What follows belongs to an exercise in optimizing a design on an open flow for small area, a short achievable clock period and few clock cycles per item; a production flow would make more cautious choices. At most, simulation tests tie the RTL to the original design; equivalence was not proved.

PW:
==> module rcsc_chan, before the edit <==
module rcsc_chan (
    input  wire logic        i_clk,
    input  wire logic        i_load,    
    input  wire logic        i_adv,     
    input  wire logic        i_empty,   
    input  wire logic        i_full,    
    input  wire logic [9:0]  i_u,       
    output logic [10:0]      o_avg,     
    output logic             o_near,    
    output logic             o_aux      
);
    logic [9:0]  r_hist [5];
    logic [13:0] r_sum;
    logic [13:0] w_keep;
    logic [13:0] w_drop;
    logic [13:0] n_sum;
    assign w_keep = i_empty ? 14'd0 : r_sum;
    assign w_drop = i_full ? {4'b1111, ~r_hist[4]} : 14'd1000;
    assign n_sum  = w_keep + {4'b0000, i_u} + w_drop + {13'd0, i_full};
    always_ff @(posedge i_clk) begin
        if (i_load) begin
            r_sum     <= n_sum;
            r_hist[0] <= i_u;
            for (int i = 1; i < 5; i++) begin
                r_hist[i] <= r_hist[i-1];
            end
        end
    end
    logic [10:0] w_avg;
    always_comb begin
        logic [2:0] r;
        logic [3:0] t;
        r = 3'd0;
        w_avg = '0;
        for (int i = 13; i >= 0; i--) begin
            t = {r, r_sum[i]};
            if (i <= 10) begin
                w_avg[i] = (t >= 4'd5);
            end
            case (t)
                4'd0, 4'd5: r = 3'd0;
                4'd1, 4'd6: r = 3'd1;
                4'd2, 4'd7: r = 3'd2;
                4'd3, 4'd8: r = 3'd3;
                4'd4, 4'd9: r = 3'd4;
                default:    r = 3'bxxx;    
            endcase
        end
    end
    always_ff @(posedge i_clk) begin
        if (i_adv) begin
            o_avg  <= w_avg;
            o_near <= (r_sum >= 14'd7375) && (r_sum <= 14'd7629);
            o_aux  <= (r_sum >= 14'd7480) && (r_sum <= 14'd7524);
        end
    end
endmodule
clock: 10.0 ns
lec_check: 0
abc_area: 1
cap_margin: 20
core_margin: 2
core_utilization: 55
cts_buf_list: sky130_fd_sc_hd__clkbuf_4 sky130_fd_sc_hd__clkbuf_8
place_density: 0.7
slew_margin: 20
standard.sh (not shown) runs the stock make flow with config.mk's settings and CLKGATE_MAP_FILE= SYNTH_SCRIPT=/design/flow/synth_recipe.tcl, a recipe that flattens the netlist after the stock synthesis.
==> flow/flow/run.sh <==
#!/bin/bash
# The standard layout (standard.sh), with timing repair aimed at a 3.8 ns
# period (setup slack margin 6.2 ns at the fixed 10 ns clock) and plain
# buf_1 port buffers. Each tool's output goes to its own log here.
set -euo pipefail
bash standard.sh SETUP_SLACK_MARGIN=6.2 "BUFFER_PORTS_ARGS=-buffer_cell sky130_fd_sc_hd__buf_1" finish > standard_flow.log 2>&1
Modified inputs, MS compared to PW
--- a/flow/design.v
+++ b/flow/design.v
@@ -89,25 +89,17 @@
         end
     end
     logic [10:0] w_avg;
     always_comb begin
-        logic [2:0] r;
-        logic [3:0] t;
-        r = 3'd0;
+        logic [4:0] r;
+        r = 5'b00001;
         w_avg = '0;
         for (int i = 13; i >= 0; i--) begin
-            t = {r, r_sum[i]};
             if (i <= 10) begin
-                w_avg[i] = (t >= 4'd5);
+                w_avg[i] = r[3] | r[4] | (r_sum[i] & r[2]);
             end
-            case (t)
-                4'd0, 4'd5: r = 3'd0;
-                4'd1, 4'd6: r = 3'd1;
-                4'd2, 4'd7: r = 3'd2;
-                4'd3, 4'd8: r = 3'd3;
-                4'd4, 4'd9: r = 3'd4;
-                default:    r = 3'bxxx;    
-            endcase
+            r = r_sum[i] ? {r[4], r[1], r[3], r[0], r[2]}     
+                         : {r[2], r[4], r[1], r[3], r[0]};    
         end
     end
     always_ff @(posedge i_clk) begin
         if (i_adv) begin
## What came out
MS went all the way through the flow, and no timing, DRC or antenna check failed.
From PW to MS the numbers moved as follows: number of antenna violations at the first check in global routing now sits lower; worst hold slack after final layout -5.1 ps.
Summary of MS over PW: clock buffer count saw an increase; post-CTS setup buffer count fell 48%; buffer depth of the longest clock path comparable; combined area of all synthesized cells +0.0013 mm2; slack of the critical path shows an increase of 150 ps.
MS reports its worst setup path category as reg2reg while PW reports in2reg.
Testbench counts of MS, summed over its fixed seeds: cycles 16,032, items 16,000.
Function not checked in PW: the RTL went through the layout flow alone.

## static timing again, ports no longer ideal
The results above use ideal ports. As a check the final layouts listed here were re-extracted and re-timed, cells and wires unchanged.
Step 1 (the two cells are an assumption about what drives the block):
set clk [get_ports {i_clk}]
set_driving_cell -lib_cell sky130_fd_sc_hd__clkbuf_16 $clk
set_driving_cell -lib_cell sky130_fd_sc_hd__buf_2 [delete_from_list [all_inputs] $clk]
Step 2 adds t to the input delays and takes it off the output delays; t is the mean of the earliest and latest rising clock arrival at the registers after step 1. Input paths then give back, and output paths get back, about the clock's delay inside the block.
a / b / c = ideal / step 1 / step 2; a / b = the first two.
| run | shift t [ns] | setup WS [ns] | worst hold slack (ns) | clock arrival spread, ns | cell pins on the clock port's net |
|---|---|---|---|---|---|
| PW | 0.859 | 5.935 / 5.976 / 5.117 | 0.395 / 0.395 / 0.395 | 0.047 / 0.047 | 1 |
| MS | 0.853 | 6.088 / 6.088 / 5.290 | 0.390 / 0.390 / 0.390 | 0.043 / 0.043 | 1 |
After both steps every run listed still meets setup and hold. The setup slack of PW, which loses most, moves by +0.041 ns with the drivers and by -0.818 ns with both steps.
